This design comes from an exercise in tuning for small area on the open sky130 flow, not from production work.
In this exercise RTL edits were held to simulation tests only and were not proved equivalent to the original.
Power figures rest on the tool's default switching activity, not on a simulated workload.

==> design/flow/design.v <==
package lock_pkg;
  typedef logic [3:0] digit_t;
  typedef digit_t [4-1:0] code_t;
  typedef digit_t [20-1:0] entry_t;   
  typedef logic [1:0] code_sel_t;
  typedef logic [2:0] tries_t;
  typedef enum logic [3:0] {
    STARTUP,
    LOCKED,
    VALIDATE,
    BEEP,
    PENALTY,
    LOCKOUT,
    UNLOCKED,
    OPEN,
    DEBOUNCE_UNLOCK,
    DEBOUNCE_LOCK
  } lock_state_t;
  typedef enum logic [2:0] {
    TMR_DEBOUNCE,
    TMR_RELOCK,
    TMR_BEEP,
    TMR_PENALTY,
    TMR_LOCKOUT
  } timer_sel_t;
endpackage
`timescale 1ns/1ps
module bit_eq (
  input  logic a,
  input  logic na,
  input  logic b,
  input  logic nb,
  output logic eq
);
  assign eq = ~((a | b) & (na | nb));
endmodule
module dig_eq (
  input  logic [3:0] e,
  input  logic [3:0] ne,
  input  logic [3:0] c,
  input  logic [3:0] nc,
  output logic       ne_out
);
  logic [3:0] beq;
  for (genvar i = 0; i < 4; i++) begin : g_bit
    bit_eq u_bit (.a(e[i]), .na(ne[i]), .b(c[i]), .nb(nc[i]), .eq(beq[i]));
  end
  assign ne_out = ~&beq;
endmodule
module inv_drv #(
  parameter int W = 1
) (
  input  logic [W-1:0] a,
  output logic [W-1:0] y
);
  assign y = ~a;
endmodule
`timescale 1ns/1ps
module lock_top (
  input  logic                 clk,
  input  logic                 rst,
  input  logic                 door_open,
  input  logic                 inside_button,
  input  logic [79:0] entry,
  input  logic                 entry_valid,
  input  logic                 code_wr,
  input  logic [1:0]         code_sel,
  input  logic [15:0]        code_value,
  output logic                 bolt,
  output logic                 beep,
  output logic                 keypad_en,
  output logic [2:0]         fail_count
);
  localparam logic [3:0] S_STARTUP  = 4'b0000;
  localparam logic [3:0] S_LOCKED   = 4'b1000;
  localparam logic [3:0] S_VALIDATE = 4'b1010;
  localparam logic [3:0] S_BEEP     = 4'b1001;
  localparam logic [3:0] S_PENALTY  = 4'b1011;
  localparam logic [3:0] S_LOCKOUT  = 4'b1111;
  localparam logic [3:0] S_UNLOCKED = 4'b0100;
  localparam logic [3:0] S_OPEN     = 4'b0110;
  localparam logic [3:0] S_DU       = 4'b1100;
  localparam logic [3:0] S_DU_HELD  = 4'b1101;
  localparam logic [3:0] S_DL       = 4'b0101;
  localparam logic [3:0] S_DL_HELD  = 4'b0111;
  logic [3:0] state, state_d;
  logic sel;   
  assign sel = (state == S_VALIDATE);
  logic [63:0] code_bits;
  logic [63:0] code_next;
  logic [63:0] code_op;       
  logic [63:0] code_op_n;
  logic [63:0] code_p;        
  logic [63:0] code_n;
  logic [3:0]  code_ok;
  logic [3:0]  ok_next;
  logic [3:0]  ok_op;
  for (genvar c = 0; c < 4; c++) begin : g_slot
    logic wr;
    assign wr                     = code_wr && (code_sel == c);
    assign code_next[16*c +: 16] = wr ? code_value : code_bits[16*c +: 16];
    assign ok_next[c]             = wr || code_ok[c];
    assign code_op[16*c +: 16]   = (wr && !sel) ? code_value : code_bits[16*c +: 16];
    assign ok_op[c]               = sel ? code_ok[c] : ok_next[c];
  end
  always_ff @(posedge clk, posedge rst) begin
    if (rst) code_ok <= '0;
    else     code_ok <= ok_next;
  end
  always_ff @(posedge clk) begin
    code_bits <= code_next;
  end
  logic [79:0] entry_bits;
  logic [43:0] entry_hi_q;    
  logic [47:0] ent_op;        
  logic [47:0] ent_op_n;
  logic [47:0] ent_p;         
  logic [47:0] ent_n;
  logic        match_now;
  logic        match_q;       
  assign entry_bits = entry;
  always_ff @(posedge clk) begin
    entry_hi_q <= entry_bits[79:36];
  end
  assign ent_op    = {entry_bits[47:44], sel ? entry_hi_q : entry_bits[43:0]};
  assign ent_op_n  = ~ent_op;
  assign code_op_n = ~code_op;
  inv_drv #(.W(48)) u_ent_p  (.a(ent_op_n),  .y(ent_p));
  inv_drv #(.W(48)) u_ent_n  (.a(ent_p),     .y(ent_n));
  inv_drv #(.W(64)) u_code_p (.a(code_op_n), .y(code_p));
  assign code_n = code_op_n;
  logic        dne [4][4][9];
  logic [3:0]  hit;
  for (genvar c = 0; c < 4; c++) begin : g_code
    for (genvar k = 0; k < 4; k++) begin : g_dig
      for (genvar j = 0; j <= 8; j++) begin : g_pos
        dig_eq u_eq (
          .e  (ent_p[4*(j+k) +: 4]),
          .ne (ent_n[4*(j+k) +: 4]),
          .c  (code_p[16*c+4*k +: 4]),
          .nc (code_n[16*c+4*k +: 4]),
          .ne_out (dne[c][k][j])
        );
      end
    end
  end
  always_comb begin
    for (int c = 0; c < 4; c++) begin
      hit[c] = 1'b0;
      for (int j = 0; j <= 8; j++) begin
        if (!(dne[c][0][j] || dne[c][1][j] || dne[c][2][j] || dne[c][3][j]) && (j < 8 || !sel))
          hit[c] = 1'b1;
      end
    end
    match_now = |(hit & ok_op);
  end
  always_ff @(posedge clk) begin
    match_q <= match_now;
  end
  localparam logic [5:0] T_EXP = 6'd1;
  localparam logic [5:0] T_DEBOUNCE = 6'd31;   
  localparam logic [5:0] T_RELOCK   = 6'd17;   
  localparam logic [5:0] T_BEEP     = 6'd62;   
  localparam logic [5:0] T_PENALTY  = 6'd21;   
  localparam logic [5:0] T_LOCKOUT  = 6'd16;   
  logic [5:0] tcnt;
  logic [5:0] tlen;
  logic       timer_start;
  logic       expired;
  assign expired = (tcnt == T_EXP);
  always_ff @(posedge clk, posedge rst) begin
    if (rst)              tcnt <= '0;
    else if (timer_start) tcnt <= tlen;
    else                  tcnt <= {tcnt[4:0], tcnt[5] ^ tcnt[4]};   
  end
  logic [2:0] fail_d;
  logic       key_error, key_confirm;
  logic       start_c;
  assign key_error   = entry_valid && (entry_bits[3:0] == 4'hE);
  assign key_confirm = entry_valid && (entry_bits[3:0] != 4'hE) && (entry_bits[3:0] != 4'hF);
  always_comb begin
    state_d = state;
    fail_d  = fail_count;
    start_c = 1'b0;
    case (state)
      S_STARTUP: begin
        if (!door_open) state_d = S_LOCKED;
      end
      S_LOCKED: begin
        if (key_error) begin
          state_d = S_BEEP; start_c = 1'b1;
        end
        else if (key_confirm) begin
          state_d = S_VALIDATE;
        end
        else if (inside_button) begin
          state_d = S_DU; start_c = 1'b1;
        end
      end
      S_VALIDATE: begin
        if (match_q || match_now) begin
          state_d = S_UNLOCKED; start_c = 1'b1;
        end
        else begin
          state_d = S_PENALTY; start_c = 1'b1;
          fail_d  = fail_count + 3'd1;
        end
      end
      S_BEEP: begin
        if (expired) state_d = S_LOCKED;
      end
      S_PENALTY: begin
        if (expired && fail_count[2] && fail_count[0]) begin
          state_d = S_LOCKOUT; start_c = 1'b1;
        end
        else if (expired) begin
          state_d = S_LOCKED;
        end
      end
      S_LOCKOUT: begin
        if (expired) begin
          state_d = S_LOCKED; fail_d = '0;
        end
      end
      S_UNLOCKED: begin
        if (door_open) begin
          state_d = S_OPEN;
        end
        else if (inside_button) begin
          state_d = S_DL; start_c = 1'b1;
        end
        else if (expired) begin
          state_d = S_LOCKED; fail_d = '0;
        end
      end
      S_OPEN: begin
        if (!door_open) begin
          state_d = S_UNLOCKED; start_c = 1'b1;
        end
      end
      S_DU: begin
        if (!inside_button && expired) begin
          state_d = S_UNLOCKED; start_c = 1'b1;
        end
        else if (!inside_button) begin
          state_d = S_LOCKED;
        end
        else if (expired) begin
          state_d = S_DU_HELD;
        end
      end
      S_DU_HELD: begin
        if (!inside_button) begin
          state_d = S_UNLOCKED; start_c = 1'b1;
        end
      end
      S_DL: begin
        if (!inside_button && expired) begin
          state_d = S_LOCKED; fail_d = '0;
        end
        else if (!inside_button) begin
          state_d = S_UNLOCKED; start_c = 1'b1;
        end
        else if (expired) begin
          state_d = S_DL_HELD;
        end
      end
      S_DL_HELD: begin
        if (!inside_button) begin
          state_d = S_LOCKED; fail_d = '0;
        end
      end
      default: state_d = S_STARTUP;
    endcase
  end
  always_comb begin
    case (state_d)
      S_BEEP:     tlen = T_BEEP;
      S_PENALTY:  tlen = T_PENALTY;
      S_LOCKOUT:  tlen = T_LOCKOUT;
      S_UNLOCKED: tlen = T_RELOCK;
      default:    tlen = T_DEBOUNCE;
    endcase
  end
  assign timer_start = start_c;
  always_ff @(posedge clk, posedge rst) begin
    if (rst) begin
      state      <= S_STARTUP;
      fail_count <= '0;
    end
    else begin
      state      <= state_d;
      fail_count <= fail_d;
    end
  end
  assign bolt      = state[3];   
  assign beep      = (state == S_BEEP);
  assign keypad_en = (state == S_LOCKED);
endmodule
==> design/flow/flow/run.sh <==
#!/bin/bash
# Standard ORFS layout with these changes:
#  - the port buffers start at the smallest buffer, for repair_design to
#    size up only where a load needs it;
#  - after the standard synthesis, flow/size_drivers.py re-sizes cells
#    (drive strength only): the inverters driving the compare array's
#    wide-fanout nets go to size 2, other combinational cells to size 1;
#  - the buffers synthesis left are removed at floorplan;
#  - clock tree synthesis as ORFS runs it, but without dummy loads.
set -euo pipefail
KNOBS=(BUFFER_PORTS_ARGS="-buffer_cell sky130_fd_sc_hd__buf_1" REMOVE_ABC_BUFFERS=1
       CTS_ARGS="-sink_clustering_enable -repair_clock_nets -buf_list sky130_fd_sc_hd__clkbuf_8 -dont_use_dummy_load")
bash standard.sh "${KNOBS[@]}" synth > orfs_synth.log 2>&1
NET=orfs/results/sky130hd/lock_top/base/1_2_yosys.v
python3 flow/size_drivers.py "$NET" "$FLOW_HOME/platforms/sky130hd/lib/sky130_fd_sc_hd__tt_025C_1v80.lib" > size_drivers.log 2>&1
bash standard.sh "${KNOBS[@]}" finish > orfs_finish.log 2>&1
==> design/flow/flow/size_drivers.py <==
"""Re-size combinational cells in the standard synthesis netlist.

- The inverters that drive the compare array's nets (ent_p, ent_n,
  code_p; each has up to 16 loads) get size 2, which has the
  same area as size 1, so layout need not buffer those nets.
- Every other combinational cell that synthesis gave a drive strength
  above 1 goes back to size 1, for repair_design to size up again only
  where a load needs it.

Only drive strengths change; every register, every cell's function and
every connection stay as synthesis left them.
"""
import re
import sys

LIB = sys.argv[2]
path = sys.argv[1]
lib = open(LIB).read()
cells = set(re.findall(r'cell\s*\(\s*"?(sky130_fd_sc_hd__\w+?)"?\s*\)', lib))
SEQ = re.compile(r"sky130_fd_sc_hd__(s?e?df|dl|conb|tap|fill|decap|diode|clkdly|dly|probe|lpflow)")

text = open(path).read()
n_down = 0


def down(m):
    global n_down
    name, size = m.group(2), m.group(3)
    cell = f"sky130_fd_sc_hd__{name}_{size}"
    small = f"sky130_fd_sc_hd__{name}_1"
    if int(size) <= 1 or SEQ.match(cell) or small not in cells:
        return m.group(0)
    n_down += 1
    return m.group(1) + small + m.group(4)


text = re.sub(r"(?m)^(\s*)sky130_fd_sc_hd__(\w+?)_(\d+)(\s+\S+\s*\(\s*)$", down, text)

drv = re.compile(
    r"sky130_fd_sc_hd__inv_\d+(\s+\S+\s*\(\s*\.A\([^)]*\)\s*,\s*\.Y\(\\(?:ent_p|ent_n|code_p)\[\d+\] \)\s*\);)"
)
text, n_drv = drv.subn(r"sky130_fd_sc_hd__inv_2\1", text)

print(f"cells back to size 1: {n_down}; compare-net inverters at size 2: {n_drv}")
open(path, "w").write(text)
==> design/flow/standard.sh <==
#!/bin/bash
# synth_recipe.tcl (not shown) runs the flow's synth.tcl, then flattens the netlist and writes it again
# the make line also repeats each setting of config.mk as NAME=value (left out here)
make -C /OpenROAD-flow-scripts/flow DESIGN_CONFIG=/design/flow/config.mk WORK_HOME=/design/flow/orfs CLKGATE_MAP_FILE= SYNTH_SCRIPT=/design/flow/synth_recipe.tcl "${@:-finish}"
==> design/flow/config.mk <==
export PLATFORM = sky130hd
export DESIGN_NAME = lock_top
export DESIGN_NICKNAME = lock_top
export VERILOG_FILES = /design/flow/design.v
export SDC_FILE = /design/flow/constraint.sdc
export NUM_CORES = 4
export LEC_CHECK = 0
export CAP_MARGIN = 20
export CELL_PAD_IN_SITES_DETAIL_PLACEMENT = 1
export CELL_PAD_IN_SITES_GLOBAL_PLACEMENT = 1
export CORE_MARGIN = 2
export CORE_UTILIZATION = 28
export CTS_BUF_LIST = sky130_fd_sc_hd__clkbuf_8
export GPL_TIMING_DRIVEN = 0
export PLACE_DENSITY = 0.4
export SLEW_MARGIN = 20
export SYNTH_HIERARCHICAL = 1
==> design/flow/constraint.sdc <==
create_clock -name core_clock -period 10.0 [get_ports {clk}]
set_input_delay 2.0000 -clock core_clock [delete_from_list [all_inputs] [get_ports {clk}]]
set_output_delay 2.0000 -clock core_clock [all_outputs]
set_load 0.01 [all_outputs]
==> summary.txt, run 1 <==
Floorplanning
  – FP Rows: 71
  – Ports: 110
  – Vert. Die Dim: 199 um
  – Die width: 199 um
  – Core footprint: 37,600 um^2
  – Initial Util: 28.4%
  – Die area: 39,700 um^2

Critical path
  – Crit-path max cell delay: 0.93 ns
  – Critical path type: input pin to register
  – Worst-path fanout max: 10
  – WP buf/inv: 3
  – Crit path launch: code_sel[1]
  – Critical path's slowest cell: mux2i_1
  – Reg-to-Reg Start: state[0]$_DFF_PP0_
  – Worst endpoint data arrival time: 7.15 ns
  – CP required: 10.43 ns
  – Worst Setup End Kind: register
  – CP top delay family: simple AND/OR/NAND/NOR gates
  – Crit path cell chain: buf_1 > nand2_1 > nor3_2 > buf_4 > buf_4 > mux2i_1 > o22ai_1 > nand4_1 > nor4_1 > or4_1 > o32a_1 > nor4_2 > and2b_1 > o21a_1 > mux2i_1
  – Critical Path Start Type: input pin

GRT
  – GR Overflow Total: 0
  – Gr usage total: 38.7%
  – Largest net degree at the start of global routing: 27
  – Initial antenna violation count: 1
  – Global-route wire length before repair: 107 mm
  – Vias in the first global route: 14,200

Synthesis
  – Most common cell in the netlist: o22ai_1
  – Number of distinct library cells after synthesis: 57
  – Xor/xnor share of the synthesized area: 0%
  – Cell taking the most area after synthesis: o22ai_1
  – Syn Inst Count: 1,325
  – Sequential element share of the synthesized area: 30.3%
  – Top FF cell, synth: edfxtp_1
  – Post-synth ARST share: 13.5%
  – Synth Area in Compound Gates: 36.8%
  – Number of synthesized flops with an enable pin: 64
  – Adder-cell share of the synthesized area: 0.233%
  – Chip Area, Yosys: 10,700 um^2
  – Synth warn: 8
  – Post-synthesis mux area share: 10.4%
  – Synth Area in Simple Gates: 15.3%
  – Main combinational cell family by area after synthesis: compound AO/OA/AOI/OAI gates
  – Top cells by count, synth: o22ai_1 (577), inv_1 (175), nand4_1 (144)
  – Syn avg cell area: 8.05 um^2
  – Cells taking the most area after synthesis: o22ai_1 (34%), edfxtp_1 (18%), mux2i_1 (10%)
  – Cell Area, Synth: 10,700 um^2
  – Post-synth top area share: 33.6%
  – FF+latch count, synth: 126

Place
  – Inst Count DP: 1,933
  – Detailed placement HPWL: 47.5 mm
  – IO buf count: 109
  – GPL Wtd Cong: 0.949

Timing
  – Slew headroom: 18.4%
  – # setup viols final: 0
  – WHS: 0.468 ns
  – Final Hold Fails: 0
  – Max-slew violation count: 0
  – Clk_skew: 0.0165 ns
  – RSZ-0062 raised after global routing: no
  – Max Fclk: 149 MHz
  – Slew @ Worst Pin: 1.19 ns
  – Tmin final: 6.72 ns
  – Fin crit share: 67.2%

Power
  – Power per Cell Area: 208 nW/um^2
  – P_leak: 4.01 nW
  – VDD IR-drop max: 0.0982 mV
  – Power consumption: 2.52 mW

Worst hold path
  – Hold_sp: code_ok[0]$_DFF_PP0_
  – HP Class: register to register

Drt
  – Residual DRC: 0
  – Post-DR wirelength/cell: 40.0 um
  – DR iter-0 viols: 2,441
  – 1st-pass router iterations: 6
  – ANT nets after route: 0
  – Routed WL: 78.0 mm
  – DR vias/cell: 7.52
  – Vias: 14,700

Run
  – Max-cap violations: 0

Status
  – Outcome: timing/DRC/antenna clean

CTS
  – CTS tree: done
  – CTS clk-pin slew, worst paths: 0.07 ns
  – Post_cts resized: 0
  – Clock Path Buffers: 2
  – Clock Sinks: 126
  – H-tree Lvls: 4
  – Number of CTS-inserted buffers: 17
  – Hold_buf cts: 0
  – Setup Fix Bufs, Post-CTS: 0
  – Clock Root Buffer: clkbuf_8
  – Clock Latency Late Sink: 0.50 ns

Finish
  – Layout cells sized above 1: 14.7%
  – # diodes: 0
  – Synthesis-to-finish area growth: 13.3%
  – Final std cells w/o fill: 1,951
  – Nets@finish: 1,548
[kinds of logic after synthesis]
logic type	after synthesis
mux	111
buf+inv	196
flops	126
compound gates	628
simple gates	262
fa+ha+maj	2
[final cells by class]
cell class,count,area (um^2)
Clock buffer,17,234
Fill cell,4577,25500
Inverter,176,661
Multi-Input combinational cell,1003,6800
Sequential cell,126,3250
Tap cell,511,639
Timing Repair Buffer,118,513
[modules after synthesis, one instance, submodules excluded, a selection]
module | times used | cell area (um^2) | flip-flops and latches
lock_top | 1 | 5630 | 126
dig_eq | 144 | 6.26 | 0
bit_eq | 576 | 6.26 | 0
[layout by cell type (no fill, tap or decap), types with 2 or more instances in the layout]
cell / count
nor2_1: 6
nor2b_1: 6
a21oi_1: 11
nand4_1: 144
or4_1: 3
o21a_1: 2
edfxtp_1: 64
mux2i_1: 93
and3_1: 2
o21ai_0: 6
a211oi_1: 4
o22ai_1: 577
a31oi_1: 9
buf_4: 5
buf_1: 109
dfxtp_1: 45
o21ai_1: 4
nand2_1: 14
o2111ai_1: 2
nand2b_1: 8
o211ai_1: 2
mux2i_2: 17
nor3_1: 7
clkbuf_8: 17
nor4_1: 44
nand3_1: 6
inv_1: 15
dfrtp_1: 17
or2_1: 4
ha_1: 2
inv_2: 160
[metrics by stage]
stage	setup WS (ns)	utilization [%]	TNS [ns]	cell area [um^2]
floorplan	3.13	-	0	10600
global placement	-2.11	31.0	-20.92	11600
detailed placement	2.88	31.5	0	11800
CTS	3.42	32.1	0	12100
global route	3.11	32.2	0	12100
finish	3.28	32.2	0	12100
[flip-flops by register name, indices dropped and copies added (netlist names)]
| signal | cells |
|---|---|
| code_bits | 64 |
| tcnt | 6 |
| fail_count | 3 |
| code_ok | 4 |
| state | 4 |
| entry_hi_q | 44 |
| match_q | 1 |
[final timing paths]
kind | end | slack [ns] | cells past startpoint
setup / recovery | fail_count[1]$_DFFE_PP0P_ | 3.28 | 15
hold / removal | code_ok[0]$_DFF_PP0_ | 0.47 | 1
max in group asynchronous | state[3]$_DFF_PP0_ | 7.92 | 2
min in group asynchronous | code_ok[2]$_DFF_PP0_ | 1.59 | 2
setup reg to reg | fail_count[1]$_DFFE_PP0P_ | 3.66 | 14
hold reg to reg | code_ok[0]$_DFF_PP0_ | 0.47 | 1
[per-layer routing]
layer  vias to the layer above  global-route usage (%)  wire (um)
met3                       316                    14.1       9970
li1                       5911                       -          -
met5                         -                       0         18
met1                      7186                    50.2      31300
met2                      1248                    53.8      31400
met4                         2                    24.7       5270
[power breakdown]
group / internal [mW] / total (mW) / switching, mW
Combinational: 0.393 / 1.52 / 1.12
Clock: 0.149 / 0.352 / 0.203
Sequential: 0.593 / 0.649 / 0.0564
Total: 1.13 / 2.52 / 1.38
==> run 2, diff against run 1 <==
--- a/design/flow/flow/run.sh
+++ b/design/flow/flow/run.sh
@@ -7,8 +7,9 @@
 #    wide-fanout nets go to size 2, other combinational cells to size 1;
 #  - the buffers synthesis left are removed at floorplan;
-#  - clock tree synthesis as ORFS runs it, but without dummy loads.
+#  - clock tree synthesis as ORFS runs it, with clkbuf_4 buffers and
+#    without dummy loads.
 set -euo pipefail
 KNOBS=(BUFFER_PORTS_ARGS="-buffer_cell sky130_fd_sc_hd__buf_1" REMOVE_ABC_BUFFERS=1
-       CTS_ARGS="-sink_clustering_enable -repair_clock_nets -buf_list sky130_fd_sc_hd__clkbuf_8 -dont_use_dummy_load")
+       CTS_ARGS="-sink_clustering_enable -repair_clock_nets -root_buf sky130_fd_sc_hd__clkbuf_8 -buf_list sky130_fd_sc_hd__clkbuf_4 -dont_use_dummy_load")
 bash standard.sh "${KNOBS[@]}" synth > orfs_synth.log 2>&1
 NET=orfs/results/sky130hd/lock_top/base/1_2_yosys.v
--- a/design/flow/config.mk
+++ b/design/flow/config.mk
@@ -11,5 +11,5 @@
 export CORE_MARGIN = 2
 export CORE_UTILIZATION = 28
-export CTS_BUF_LIST = sky130_fd_sc_hd__clkbuf_8
+export CTS_BUF_LIST = sky130_fd_sc_hd__clkbuf_4
 export GPL_TIMING_DRIVEN = 0
 export PLACE_DENSITY = 0.4
==> run 2 against run 1 <==
  * Via count increased by 0.75%
  * Sequential power hardly changed
  * Setup slack improved by 0.021 ns
  * Wire length rose by 0.19%
  * Still clean
  * Synthesized area stayed put
  * Synthesized cell count unchanged
  * Highest routed layer unchanged
  * Die area is the same
  * Global-route usage hardly changed
==> summary.txt, run 2 <==
Status
  – Outcome: timing/DRC/antenna clean

Drt
  – 1st-pass router iterations: 5 (-1)
  – DR iter-0 viols: 2,363 (-3.2%)
  – Residual DRC: 0 (unchanged)
  – ANT nets after route: 0 (unchanged)
  – Vias: 14,800 (+0.75%)
  – Routed WL: 78.2 mm (+0.19%)
  – DR vias/cell: 7.57 (+0.75%)
  – Post-DR wirelength/cell: 40.1 um (+0.19%)

Timing
  – Slew @ Worst Pin: 1.18 ns (-0.00905 ns)
  – WHS: 0.475 ns (+0.00672 ns)
  – Max Fclk: 149 MHz (+0.32%)
  – Final WS setup: 3.30 ns (+0.0214 ns)
  – Max-slew violation count: 0 (unchanged)
  – RSZ-0062 raised after global routing: no
  – Clk_skew: 0.0225 ns (+0.00600 ns)
  – Slew headroom: 19.0% (+0.62 points)
  – Tmin final: 6.70 ns (-0.0214 ns)
  – # setup viols final: 0 (unchanged)
  – Final Hold Fails: 0 (unchanged)
  – Fin crit share: 67.0% (-0.21 points)

Place
  – GPL Wtd Cong: 0.949 (unchanged)
  – Inst Count DP: 1,933 (unchanged)
  – Pre-CTS WS: 2.88 ns (unchanged)
  – Detailed placement HPWL: 47.5 mm (unchanged)
  – IO buf count: 109 (unchanged)

Critical path
  – Worst setup endpoint: fail_count[1]$_DFFE_PP0P_
  – Critical path type: input pin to register
  – Reg2Reg Setup Slack: 3.69 ns (+0.03 ns)
  – Worst endpoint data arrival time: 7.12 ns (-0.03 ns)
  – CP required: 10.42 ns (about the same)
  – R2R depth: 14 (unchanged)
  – Crit path launch: code_sel[1]
  – Worst Setup End Kind: register
  – Critical R2R Capture: fail_count[1]$_DFFE_PP0P_
  – Worst-path fanout max: 10 (unchanged)
  – Reg-to-Reg Start: state[0]$_DFF_PP0_
  – Critical Path Start Type: input pin

CTS
  – CTS clk-pin slew, worst paths: 0.10 ns (+0.03 ns)
  – Clock Latency Late Sink: 0.49 ns (about the same)
  – Clock Path Buffers: 2 (unchanged)
  – H-tree Lvls: 4 (unchanged)
  – Clock Sinks: 126 (unchanged)
  – Post_cts resized: 0 (unchanged)
  – CTS tree: done
  – Setup Fix Bufs, Post-CTS: 0 (unchanged)
  – Number of CTS-inserted buffers: 17 (unchanged)
  – Hold_buf cts: 0 (unchanged)
  – Clock Root Buffer: clkbuf_8

Synthesis
  – Most common cell in the netlist: o22ai_1
  – Post-synth top area share: 33.6% (unchanged)
  – Chip Area, Yosys: 10,700 um^2 (unchanged)
  – Number of synthesized flops with an enable pin: 64 (unchanged)
  – Synth warn: 8 (unchanged)
  – Top FF cell, synth: edfxtp_1
  – Sequential element share of the synthesized area: 30.3% (unchanged)
  – Top cells by count, synth: o22ai_1 (577), inv_1 (175), nand4_1 (144)
  – Post-synth ARST share: 13.5% (unchanged)
  – Cell taking the most area after synthesis: o22ai_1
  – Cells taking the most area after synthesis: o22ai_1 (34%), edfxtp_1 (18%), mux2i_1 (10%)
  – FF+latch count, synth: 126 (unchanged)
  – Cell Area, Synth: 10,700 um^2 (unchanged)
  – Syn avg cell area: 8.05 um^2 (unchanged)
  – Syn Inst Count: 1,325 (unchanged)
  – Number of distinct library cells after synthesis: 57 (unchanged)

Finish
  – Layout Utilization: 31.9% (-0.27 points)
  – Final std cells w/o fill: 1,951 (unchanged)
  – Synthesis-to-finish area growth: 12.4%
  – # diodes: 0 (unchanged)
  – Max reg flops: 64 (unchanged)
  – Commonest non-fill, non-tap cell in the layout: o22ai_1
  – Layout cells sized above 1: 14.7% (unchanged)
  – Commonest non-fill, non-tap cells in the layout: o22ai_1 (577), inv_2 (160), nand4_1 (144), buf_1 (109), mux2i_1 (93)
  – Most flops, register: code_bits
  – Number of fill cells: 4,591 (+0.31%)
  – Largest regs: code_bits: 64 flops, entry_hi_q: 44 flops, tcnt: 6 flops
  – Nets@finish: 1,548 (unchanged)

Floorplanning
  – Initial Util: 28.4% (unchanged)
  – Ports: 110 (unchanged)
  – Die area: 39,700 um^2 (unchanged)
  – Core footprint: 37,600 um^2 (unchanged)
  – FP Rows: 71 (unchanged)
  – Vert. Die Dim: 199 um (unchanged)
  – Die width: 199 um (unchanged)

GRT
  – Largest net degree at the start of global routing: 27 (unchanged)
  – GR Overflow Total: 0 (unchanged)
  – Initial antenna violation count: 1 (unchanged)
  – Vias in the first global route: 14,200 (+0.16%)
  – Gr usage total: 38.8% (about the same)
  – Global-route wire length before repair: 107 mm (about the same)

Run
  – Max-cap violations: 0 (unchanged)

Power
  – Psw: 1.37 mW (-0.71%)
  – Seq pwr share: 26.6% (+0.8 points)
  – Cell Int Power: 1.07 mW (-5.9%)
  – Logic pwr share: 62.1% (+1.9 points)
  – P_leak: 3.97 nW (-1.0%)
  – Power per Cell Area: 204 nW/um^2 (-2.2%)
  – Power consumption: 2.44 mW (-3.0%)
  – Clock share of power: 11.3% (-2.7 points)
  – VDD IR-drop max: 0.0953 mV (-2.9%)
  – Switching part of the total: 56.3% (+1.3 points)

Worst hold path
  – HP Class: register to register
-- run 2: final cells by class --
class	instances	area [um^2]	area share, %
clock buffer	17	134	1.12
tap	511	639	5.33
timing repair buffer	118	513	4.28
inverter	176	661	5.51
sequential	126	3250	27.1
multi-input combinational	1003	6800	56.7
-- run 2: worst max-delay path: stages --
cell	delay, ns
buf_1	0.15
nand2_1	0.12
nor3_2	0.49
buf_4	0.31
buf_4	0.22
mux2i_1	0.95
o22ai_1	0.21
nand4_1	0.23
nor4_1	0.08
or4_1	0.53
o32a_1	0.38
nor4_2	0.78
and2b_1	0.26
o21a_1	0.19
mux2i_1	0.19
-- run 2: power groups by stage --
stage          clock, mW  sequential, mW  combinational, mW
2_1_floorplan          0           0.643              0.831
3_3_place_gp           0           0.657               1.40
3_5_place_dp           0           0.660               1.41
4_1_cts            0.295           0.648               1.41
5_1_grt            0.307           0.657               1.54
6_report           0.276           0.649               1.52
-- run 2: cell families after synthesis --
logic type	Yosys count	share of synthesized area, %
AOI/OAI and AO/OA	628	36.8
adders and majority gates	2	0.233
buffers and inverters	196	7.02
DFF	126	30.3
muxes	111	10.4
and+or+nand+nor	262	15.3
-- run 2: worst min path at each step --
stage / startpoint / end / slack [ns] / cells past startpoint
after global placement: tcnt[3]$_DFF_PP0_ / tcnt[4]$_DFF_PP0_ / 0.45 / 1
after CTS: code_ok[0]$_DFF_PP0_ / code_ok[0]$_DFF_PP0_ / 0.48 / 1
final: code_ok[0]$_DFF_PP0_ / code_ok[0]$_DFF_PP0_ / 0.47 / 1
after floorplan: tcnt[3]$_DFF_PP0_ / tcnt[4]$_DFF_PP0_ / 0.43 / 1
after detailed placement: code_ok[0]$_DFF_PP0_ / code_ok[0]$_DFF_PP0_ / 0.45 / 1
after global routing: code_ok[0]$_DFF_PP0_ / code_ok[0]$_DFF_PP0_ / 0.50 / 1
-- run 2: Yosys stat by module, one instance, submodules excluded, a selection --
| module | flip-flops and latches | times used |
|---|---|---|
| lock_top | 126 | 1 |
| bit_eq | 0 | 576 |
| dig_eq | 0 | 144 |
-- run 2: metrics by stage --
stage | TNS [ns] | area [um^2]
6_report | 0 | 12000
5_1_grt | 0 | 12000
3_5_place_dp | 0 | 11800
4_1_cts | 0 | 12000
2_1_floorplan | 0 | 10600
3_3_place_gp | -20.92 | 11600
-- run 2: per-layer routing --
layer,global-route usage (%),vias to the layer above,part of all wire (%)
met5,0,-,0.023
met4,25.3,2,6.8
met3,13.4,331,13
met2,53.7,1290,40
met1,50.6,7235,40
li1,-,5915,-
==> run 3, diff against run 2 <==
--- a/design/flow/flow/run.sh
+++ b/design/flow/flow/run.sh
@@ -11,5 +11,5 @@
 set -euo pipefail
 KNOBS=(BUFFER_PORTS_ARGS="-buffer_cell sky130_fd_sc_hd__buf_1" REMOVE_ABC_BUFFERS=1
-       CTS_ARGS="-sink_clustering_enable -repair_clock_nets -root_buf sky130_fd_sc_hd__clkbuf_8 -buf_list sky130_fd_sc_hd__clkbuf_4 -dont_use_dummy_load")
+       CTS_ARGS="-sink_clustering_enable -repair_clock_nets -buf_list sky130_fd_sc_hd__clkbuf_4 -dont_use_dummy_load")
 bash standard.sh "${KNOBS[@]}" synth > orfs_synth.log 2>&1
 NET=orfs/results/sky130hd/lock_top/base/1_2_yosys.v
==> run 3 against run 2 <==
  * Total power fell by 0.20%
  * Fmax up 2.3%
  * Non-clock buffer count is the same
  * Largest power group unchanged
  * Highest routed layer unchanged
==> summary.txt, run 3 <==
Critical path
  – Crit-path max cell delay: 0.95 ns (about the same)
  – Worst Setup End Kind: register
  – R2R depth: 14 (unchanged)
  – Reg-to-Reg Start: state[0]$_DFF_PP0_
  – Crit path cell chain: buf_1 > nand2_1 > nor3_2 > buf_4 > buf_4 > mux2i_1 > o22ai_1 > nand4_1 > nor4_1 > or4_1 > o32a_1 > nor4_2 > and2b_1 > o21a_1 > mux2i_1
  – Critical Path Start Type: input pin
  – Worst-path fanout max: 10 (unchanged)
  – Worst endpoint data arrival time: 7.13 ns (about the same)
  – CP required: 10.58 ns (+0.16 ns)
  – Critical R2R Capture: fail_count[1]$_DFFE_PP0P_
  – Critical path type: input pin to register
  – Reg2Reg Setup Slack: 3.68 ns (about the same)
  – Critical path's slowest cell: mux2i_1

CTS
  – Clock Latency Late Sink: 0.65 ns (+0.16 ns)
  – Number of CTS-inserted buffers: 17 (unchanged)
  – CTS clk-pin slew, worst paths: 0.10 ns (about the same)
  – Hold_buf cts: 0 (unchanged)
  – Clock Sinks: 126 (unchanged)
  – H-tree Lvls: 4 (unchanged)
  – Post_cts resized: 0 (unchanged)
  – Clock Root Buffer: clkbuf_4
  – CTS tree: done
  – Setup Fix Bufs, Post-CTS: 0 (unchanged)
  – Clock Path Buffers: 2 (unchanged)

Drt
  – 1st-pass router iterations: 8 (+3)
  – Routed WL: 78.3 mm (+0.13%)
  – ANT nets after route: 0 (unchanged)
  – DR iter-0 viols: 2,546 (+7.7%)
  – Vias: 14,800 (+0.17%)
  – DR vias/cell: 7.58 (+0.12%)
  – Residual DRC: 0 (unchanged)
  – Post-DR wirelength/cell: 40.1 um (about the same)

Synthesis
  – Synth warn: 8 (unchanged)
  – Syn Inst Count: 1,325 (unchanged)
  – Cells taking the most area after synthesis: o22ai_1 (34%), edfxtp_1 (18%), mux2i_1 (10%)
  – Top cells by count, synth: o22ai_1 (577), inv_1 (175), nand4_1 (144)
  – Synth Area in Simple Gates: 15.3% (unchanged)
  – FF+latch count, synth: 126 (unchanged)
  – Most common cell in the netlist: o22ai_1
  – Adder-cell share of the synthesized area: 0.233% (unchanged)
  – Post-synthesis mux area share: 10.4% (unchanged)
  – Post-synth ARST share: 13.5% (unchanged)
  – Cell taking the most area after synthesis: o22ai_1
  – Post-synth top area share: 33.6% (unchanged)
  – Chip Area, Yosys: 10,700 um^2 (unchanged)
  – Synth Area in Compound Gates: 36.8% (unchanged)
  – Top FF cell, synth: edfxtp_1
  – Xor/xnor share of the synthesized area: 0% (unchanged)
  – Sequential element share of the synthesized area: 30.3% (unchanged)
  – Main combinational cell family by area after synthesis: compound AO/OA/AOI/OAI gates
  – Cell Area, Synth: 10,700 um^2 (unchanged)
  – Syn avg cell area: 8.05 um^2 (unchanged)
  – Number of synthesized flops with an enable pin: 64 (unchanged)
  – Number of distinct library cells after synthesis: 57 (unchanged)

Timing
  – Tmin final: 6.55 ns (-0.148 ns)
  – Fin crit share: 65.5% (-1.5 points)
  – Final WS setup: 3.45 ns (+0.148 ns)
  – # setup viols final: 0 (unchanged)
  – Clk_skew: 0.0199 ns (-0.00263 ns)
  – Slew headroom: 18.8% (-0.24 points)
  – Final Hold Fails: 0 (unchanged)
  – Slew @ Worst Pin: 1.18 ns (+0.00356 ns)
  – Max Fclk: 153 MHz (+2.3%)
  – WHS: 0.475 ns (+0.000807 ns)
  – RSZ-0062 raised after global routing: no
  – Max-slew violation count: 0 (unchanged)

Floorplanning
  – FP Rows: 71 (unchanged)
  – Ports: 110 (unchanged)
  – Die area: 39,700 um^2 (unchanged)
  – Initial Util: 28.4% (unchanged)
  – Vert. Die Dim: 199 um (unchanged)
  – Core footprint: 37,600 um^2 (unchanged)
  – Die width: 199 um (unchanged)

Finish
  – Commonest non-fill, non-tap cell in the layout: o22ai_1
  – Nets@finish: 1,548 (unchanged)
  – Layout Utilization: 31.9% (about the same)
  – Number of fill cells: 4,593 (+0.044%)
  – Area occupied by multi-input gates: 6800 um^2 (unchanged)
  – Final std cells w/o fill: 1,952 (+0.051%)
  – Layout cells sized above 1: 14.7% (unchanged)
  – Reg area: 3250 um^2 (unchanged)
  – Most flops, register: code_bits
  – Synthesis-to-finish area growth: 12.4% (about the same)
  – Largest regs: code_bits: 64 flops, entry_hi_q: 44 flops, tcnt: 6 flops
  – Commonest non-fill, non-tap cells in the layout: o22ai_1 (577), inv_2 (160), nand4_1 (144), buf_1 (109), mux2i_1 (93)
  – Max reg flops: 64 (unchanged)

Power
  – VDD IR-drop max: 0.0951 mV (-0.25%)
  – Power per Cell Area: 203 nW/um^2 (-0.17%)
  – P_leak: 3.97 nW (about the same)

Place
  – Detailed placement HPWL: 47.5 mm (unchanged)
  – Inst Count DP: 1,933 (unchanged)
  – GPL Wtd Cong: 0.949 (unchanged)
  – IO buf count: 109 (unchanged)
  – Pre-CTS WS: 2.88 ns (unchanged)

Run
  – Max-cap violations: 0 (unchanged)

GRT
  – Largest net degree at the start of global routing: 27 (unchanged)
  – Vias in the first global route: 14,200 (unchanged)
  – Initial antenna violation count: 2 (+1)
  – GR Overflow Total: 0 (unchanged)
  – Global-route wire length before repair: 107 mm (unchanged)
  – Gr usage total: 38.8% (unchanged)

Worst hold path
  – Hold_sp: code_ok[0]$_DFF_PP0_
  – Min-Delay Path Depth: 1 (unchanged)
  – Hold Path End: code_ok[0]$_DFF_PP0_
  – HP Class: register to register

Status
  – Outcome: timing/DRC/antenna clean
## run 3: cell types whose count changed in the layout (fill, tap and decap cells not counted), sizes merged
cell,delta
diode,+1
## run 3: stage by stage
step	instance area [um^2]	setup TNS (ns)	power, mW
6_report	12000	0	2.44
5_1_grt	12000	0	2.49
4_1_cts	12000	0	2.35
3_5_place_dp	11800	0	2.07
3_3_place_gp	11600	-20.92	2.06
2_1_floorplan	10600	0	1.47
## run 3: cell type report
class / count / area share (%)
antenna: 1 / 0.0209
inverter: 176 / 5.51
tap: 511 / 5.33
timing repair buffer: 118 / 4.28
clock buffer: 17 / 1.06
sequential: 126 / 27.1
multi-input combinational: 1003 / 56.7
## run 3: logic make-up (layout without fill, tap and decap cells)
family                   Yosys count  after routing
other                              0              1
adder cells (fa/ha/maj)            2              2
AO/OA/AOI/OAI                    628            628
flip-flops                       126            126
AND/OR/NAND/NOR                  262            262
buffers and inverters            196            311
multiplexers                     111            111
## run 3: routing by layer
| layer | vias up | part of all wire (%) | GRT usage [%] |
|---|---|---|---|
| met5 | - | 0.023 | 0 |
| met4 | 2 | 6.8 | 25.3 |
| met3 | 340 | 13 | 13.4 |
| met2 | 1273 | 40 | 53.7 |
| met1 | 7263 | 40 | 50.6 |
| li1 | 5920 | - | - |
## run 3: worst max path at each step
stage / to / slack (ns) / from / cells past startpoint
detailed placement: fail_count[1]$_DFFE_PP0P_ / 2.88 / code_sel[1] / 15
global placement: fail_count[1]$_DFFE_PP0P_ / -2.11 / code_wr / 13
global route: fail_count[1]$_DFFE_PP0P_ / 3.29 / code_sel[1] / 15
floorplan: fail_count[1]$_DFFE_PP0P_ / 3.13 / code_sel[1] / 12
CTS: fail_count[1]$_DFFE_PP0P_ / 3.60 / code_sel[1] / 15
finish: fail_count[1]$_DFFE_PP0P_ / 3.45 / code_sel[1] / 15
## run 3: modules after synthesis, one instance, submodules excluded, excerpt
module,cells,copies in the design,cell area (um^2),flip-flops and latches
bit_eq,1,576,6.26,0
lock_top,445,1,5630,126
dig_eq,1,144,6.26,0
## run 3: critical path: cells and delay by family
kind	cells	cell delay (ns)
AND/OR/NAND/NOR	7	2.51
multiplexers	2	1.14
buffers and inverters	3	0.68
AO/OA/AOI/OAI	3	0.79
## run 3: power by group
group / internal, mW / switching (mW)
Sequential: 0.592 / 0.0561
Clock: 0.0774 / 0.194
Combinational: 0.393 / 1.12
Total: 1.06 / 1.37

## separate check: timing with driven ports
No port has a modelled driver above. Below, the same layouts with a new extraction and two added sets of constraints. Step 1, drivers: a clkbuf_16 drives clk and a buf_2 each remaining input, both assumed. Step 2 moves the port delays by t, midway between the first and last clock arrival at a register: inputs arrive t later, outputs are due t later. That takes back most of the time a late clock gives input paths. Slacks: no drivers / after step 1 / after step 2; pairs: no drivers / after step 1.
| run | t, ns | slack for setup (ns) | hold slack, ns | worst setup path at the end | worst register clock-pin slew, ns |
|---|---|---|---|---|---|
| run 1 | 0.544 | 3.281 / 3.311 / 2.767 | 0.468 / 0.468 / 0.468 | input to register | 0.08 / 0.08 |
| run 2 | 0.532 | 3.302 / 3.334 / 2.801 | 0.475 / 0.475 / 0.475 | input to register | 0.11 / 0.11 |
| run 3 | 0.689 | 3.450 / 3.477 / 2.789 | 0.475 / 0.475 / 0.475 | input to register | 0.11 / 0.11 |
After both steps every run listed still meets setup and hold. The setup slack of run 3, which loses most, moves by +0.027 ns with the drivers and by -0.661 ns with both steps.
